What follows belongs to an exercise in optimizing a design on an open flow for small area; a production flow would make more cautious choices.
Only simulation tests tie the RTL to the original design; equivalence was not proved.
Power is estimated from default activity; no workload was simulated.

== zinc ==
Design dtw_ctrl, start of the top module:
module dtw_ctrl (
    input  logic               clk,
    input  logic               nrst,
    input  logic               i_valid,
    input  logic               i_bt_end,
    input  dtw_pkg::sample_t   i_r,
    input  dtw_pkg::sample_t   i_t,
    output logic               o_ready,
    output logic               o_dc_ena,
    output logic               o_bt_ena,
    output dtw_pkg::mem_addr_t o_addr,
    output logic               o_wr,
    output dtw_pkg::sample_t   o_r,
    output dtw_pkg::sample_t   o_t,
    output dtw_pkg::src_t      o_tsrc,
    output dtw_pkg::src_t      o_rsrc,
    output dtw_pkg::sel_t      o_sel0,
    output dtw_pkg::sel_t      o_sel1,
    output dtw_pkg::sel_t      o_sel2
);
    dtw_pkg::phase_t phase;
    dtw_pkg::step_t  step;
    dtw_phase_fsm u_fsm (
        .clk      (clk),
        .nrst     (nrst),
        .i_valid  (i_valid),
        .i_bt_end (i_bt_end),
        .o_phase  (phase),
        .o_step   (step),
        .o_ready  (o_ready),
        .o_dc_ena (o_dc_ena),
        .o_bt_ena (o_bt_ena)
    );
    dtw_cell_schedule u_sched (
        .clk    (clk),
        .nrst   (nrst),
        .i_step (step),
        .o_tsrc (o_tsrc),
        .o_rsrc (o_rsrc),
        .o_sel0 (o_sel0),
        .o_sel1 (o_sel1),
        .o_sel2 (o_sel2)
    );
    dtw_ref_window u_rwin (
        .clk    (clk),
        .nrst   (nrst),
        .i_step (step),
        .i_r    (i_r),
        .o_r    (o_r)
    );
    dtw_tmpl_fetch u_tfetch (
        .clk     (clk),
        .i_phase (phase),
        .i_step  (step),
        .i_t     (i_t),
        .o_t     (o_t),
        .o_addr  (o_addr),
        .o_wr    (o_wr)
    );
endmodule
Size: about 750 cells after synthesis, roughly 330 flip-flops.
clock: 8.0 ns
lec_check: 0
cap_margin: 0
core_margin: 2
core_utilization: 65
cts_buf_list: sky130_fd_sc_hd__clkbuf_16
cts_cluster_diameter: 80
cts_cluster_size: 25
slew_margin: 0
synth_hierarchical: 1
synth_memory_max_bits: 16384
synth_minimum_keep_size: 0
standard.sh (not shown) runs the stock make flow with config.mk's settings and CLKGATE_MAP_FILE= SYNTH_SCRIPT=/design/flow/synth_recipe.tcl, a recipe that flattens the netlist after the stock synthesis.
==> flow/flow/run.sh <==
#!/bin/bash
# The standard layout with these changes:
#  - synthesis (hierarchical, as config.mk sets) maps each module's logic with
#    an area-oriented ABC script: flow/abc_s14.script for dtw_ref_pick,
#    dtw_ref_window and dtw_tmpl_fetch, flow/abc_area.script for the other
#    modules. It runs from a copy of the ORFS scripts folder whose synth.tcl
#    differs only in that abc call; the rest of the synthesis (synth_recipe.tcl,
#    registers, flatten, renames) is unchanged;
#  - the port buffers use the smallest buffer cell (sky130_fd_sc_hd__buf_1).
set -euo pipefail
W=$PWD
S="$W/scripts_abc"
rm -rf "$S"
cp -r "$FLOW_HOME/scripts" "$S"
cp "$W/flow/abc_area.script" "$S/abc_area.script"
cp "$W/flow/abc_s14.script" "$S/abc_s14.script"
python3 - "$S/synth.tcl" <<'PY'
import sys
p = sys.argv[1]
s = open(p).read()
old = "  log_cmd abc {*}$abc_args\n"
assert s.count(old) == 1
new = """  set abc_s14_args [lreplace $abc_args 1 1 $::env(SCRIPTS_DIR)/abc_s14.script]
  log_cmd abc {*}$abc_s14_args dtw_ref_pick dtw_ref_window dtw_tmpl_fetch
  log_cmd abc {*}$abc_args dtw_ref_pick dtw_ref_window dtw_tmpl_fetch %u %u %n
"""
open(p, "w").write(s.replace(old, new))
PY
bash standard.sh "SCRIPTS_DIR=$S" ABC_AREA=1 synth > standard_synth.log 2>&1
bash standard.sh "BUFFER_PORTS_ARGS=-buffer_cell sky130_fd_sc_hd__buf_1" finish > standard_layout.log 2>&1
==> flow/flow/abc_area.script <==
&get -n
&st
&syn2
&dch -f
&nf -R 1000
&put
topo
==> flow/flow/abc_s14.script <==
strash
&get -n
&fraig -x
&put
scorr
dc2
dretime
strash
&get -n
&dch -f
&nf
&put
Here is what was changed in the inputs of umber compared with zinc.
- clearing SYNTH_MINIMUM_KEEP_SIZE, which used to be 0
- clearing SYNTH_HIERARCHICAL, which used to be 1
- swapping 0 for 20 in SLEW_MARGIN
- swapping 25 for 20 in CTS_CLUSTER_SIZE
- swapping 65 for 40 in CORE_UTILIZATION
- swapping 0 for 20 in CAP_MARGIN
==> flow/flow/run.sh <==
#!/bin/bash
# The standard layout with two changes:
#  - synthesis maps logic with an area-oriented ABC script (flow/abc_area.script,
#    used through ABC_AREA=1 from a copy of the ORFS scripts folder); the rest of
#    the synthesis (synth_recipe.tcl, registers, flatten, renames) is unchanged;
#  - the port buffers use the smallest buffer cell (sky130_fd_sc_hd__buf_1).
set -euo pipefail
W=$PWD
rm -rf "$W/scripts_abc"
cp -r "$FLOW_HOME/scripts" "$W/scripts_abc"
cp "$W/flow/abc_area.script" "$W/scripts_abc/abc_area.script"
bash standard.sh "SCRIPTS_DIR=$W/scripts_abc" ABC_AREA=1 synth > standard_synth.log 2>&1
bash standard.sh "BUFFER_PORTS_ARGS=-buffer_cell sky130_fd_sc_hd__buf_1" finish > standard_layout.log 2>&1
removed: flow/flow/abc_s14.script
## What came out
- umber: met1 layer wirelength in the final routing higher than zinc
- umber vs. zinc: via count decreased by 26 relative to the old numbers, area of combinational cells with multiple inputs now larger, power went up by 9.8%.
What harbor does differently from umber at the input level:
- CTS_CLUSTER_SIZE changed from 20 to 25
- SLEW_MARGIN changed from 20 to 0
- CAP_MARGIN changed from 20 to 0
### Flow results
- harbor completed end to end with timing, DRC and antenna clean.
- [compare] base=umber new=harbor: final-layout fill cell count rose 7, part of the total power dissipated in combinational logic +0.2 points, maximum fanout along the worst path comparable.
- Changes observed in harbor relative to umber: final setup slack of the worst path increased 0.041 ns, arrival time at the worst endpoint lower.


## alpha
dtw_ctrl, a different RTL version from the one above (not shown whole).
Size in the first run: roughly 790 cells after synthesis, ~330 flip-flops.
clock: 8.0 ns
lec_check: 0
cap_margin: 20
core_margin: 2
core_utilization: 40
cts_buf_list: sky130_fd_sc_hd__clkbuf_16
cts_cluster_diameter: 80
cts_cluster_size: 20
slew_margin: 20
synth_memory_max_bits: 16384
==> flow/flow/run.sh <==
#!/bin/bash
# The standard layout with two changes:
#  - synthesis maps logic with an area-oriented ABC script (flow/abc_area.script,
#    used through ABC_AREA=1 from a copy of the ORFS scripts folder); the rest of
#    the synthesis (synth_recipe.tcl, registers, flatten, renames) is unchanged;
#  - the port buffers use the smallest buffer cell (sky130_fd_sc_hd__buf_1).
set -euo pipefail
W=$PWD
rm -rf "$W/scripts_abc"
cp -r "$FLOW_HOME/scripts" "$W/scripts_abc"
cp "$W/flow/abc_area.script" "$W/scripts_abc/abc_area.script"
bash standard.sh "SCRIPTS_DIR=$W/scripts_abc" ABC_AREA=1 synth > standard_synth.log 2>&1
bash standard.sh "BUFFER_PORTS_ARGS=-buffer_cell sky130_fd_sc_hd__buf_1" finish > standard_layout.log 2>&1
Scripts as last shown in full above: flow/flow/abc_area.script
Changes in beta relative to alpha:
-- flow/config.mk --
<<< alpha, line 7
export LEC_CHECK = 0
export CAP_MARGIN = 20
export CORE_MARGIN = 2
>>> beta, line 7
export LEC_CHECK = 0
export CAP_MARGIN = 0
export CORE_MARGIN = 2
<<< alpha, line 12
export CTS_CLUSTER_DIAMETER = 80
export CTS_CLUSTER_SIZE = 20
export SLEW_MARGIN = 20
export SYNTH_MEMORY_MAX_BITS = 16384
>>> beta, line 12
export CTS_CLUSTER_DIAMETER = 80
export CTS_CLUSTER_SIZE = 25
export SLEW_MARGIN = 0
export SYNTH_MEMORY_MAX_BITS = 16384
[summary]
- Going from alpha to beta, total power now sits lower; gate count after technology mapping now sits at about the same level.
- Re minimum period implied by the final worst setup slack: alpha was higher than beta.
- There was hardly any difference in via total after detailed routing between alpha and beta.
- Status: slew at the pin closest to its max-slew limit parity (alpha, beta)
- Number of non-filler instances in the completed layout in beta is about 0.4% lower than in alpha
- Cell area (higher): alpha
- beta vs alpha — routed wire length dropped 0.72%.
- Relative to alpha, the fmax of beta is higher by 0.38%.
- The utilization of beta falls short of that of alpha by 0.18 points.
- Min combinational fraction of design power across beta and alpha: alpha


Setup of red:
dtw_ctrl with an RTL version that a note above also has.
For scale: roughly 790 cells after synthesis.
==> flow/design.v (excerpt) <==
module dtw_ctrl (
    input  logic               clk,
    input  logic               nrst,
    input  logic               i_valid,
    input  logic               i_bt_end,
    input  dtw_pkg::sample_t   i_r,
    input  dtw_pkg::sample_t   i_t,
    output logic               o_ready,
    output logic               o_dc_ena,
    output logic               o_bt_ena,
    output dtw_pkg::mem_addr_t o_addr,
    output logic               o_wr,
    output dtw_pkg::sample_t   o_r,
    output dtw_pkg::sample_t   o_t,
    output dtw_pkg::src_t      o_tsrc,
    output dtw_pkg::src_t      o_rsrc,
    output dtw_pkg::sel_t      o_sel0,
    output dtw_pkg::sel_t      o_sel1,
    output dtw_pkg::sel_t      o_sel2
);
clock: 8.0 ns
lec_check: 0
cap_margin: 0
core_margin: 2
core_utilization: 65
cts_buf_list: sky130_fd_sc_hd__clkbuf_16
cts_cluster_diameter: 80
cts_cluster_size: 25
slew_margin: 0
synth_memory_max_bits: 16384
Scripts as last shown in full above: flow/flow/run.sh, flow/flow/abc_area.script
red finished every step from synthesis to the final layout, and the layout passed the timing, DRC and antenna checks.
[inputs] blue vs red
-- flow/config.mk --
<<< red, line 11
export CTS_BUF_LIST = sky130_fd_sc_hd__clkbuf_16
export CTS_CLUSTER_DIAMETER = 80
export CTS_CLUSTER_SIZE = 25
export SLEW_MARGIN = 0
>>> blue, line 11
export CTS_BUF_LIST = sky130_fd_sc_hd__clkbuf_16
export CTS_CLUSTER_DIAMETER = 60
export CTS_CLUSTER_SIZE = 30
export PLACE_DENSITY = 0.75
export SLEW_MARGIN = 0
==> comparison <==
Re post-route minimum period: red was lower than blue. The final reports for blue and red show relative contribution of combinational cells to total power lower in the former. Of red and blue, red shows the lower worst-case vdd ir drop, with blue above it. Actual slew at the worst max-slew pin (lower): blue. blue: register-to-register slack 130 ps below red. Of red and blue, the lower length of the first detailed-routing pass in iterations belongs to red. met3 routed wirelength of blue falls short of that of red by more than 10%. Taking red as the reference, in blue minimum setup slack in the final design shrank by 33 ps; final area grew by about 0.64%; proportion of power drawn by the clock network grew by 1.2 points.

separate check: timing with driven ports:
No port has a modelled driver above. Below, the same layouts with a new extraction and two added sets of constraints. Step 1: set_driving_cell puts a clkbuf_16 on clk and a buf_2 on each other input, an assumption about the parent block. Step 2 moves the port delays by t, midway between the first and last clock arrival at a register: inputs arrive t later, outputs are due t later. That takes back most of the time a late clock gives input paths. Three values: no drivers, after step 1, after step 2; two values: the first two.
run | shift t [ns] | setup slack, ns | worst setup path at the end | worst data-port slew with drivers (ns) | cell pins on the clock port's net
zinc | 0.531 | 3.509 / 3.468 / 3.999 | register to output | 0.06 | 1
umber | 0.548 | 3.449 / 3.405 / 3.836 | register to register | 0.06 | 1
harbor | 0.542 | 3.490 / 3.445 / 3.861 | register to register | 0.06 | 1
alpha | 0.560 | 3.565 / 3.520 / 3.895 | register to register | 0.05 | 1
beta | 0.556 | 3.582 / 3.537 / 3.928 | register to register | 0.04 | 1
red | 0.524 | 3.285 / 3.241 / 3.765 | register to output | 0.04 | 1
blue | 0.532 | 3.251 / 3.210 / 3.742 | register to output | 0.06 | 1
After both steps setup and hold are still met in every run listed.
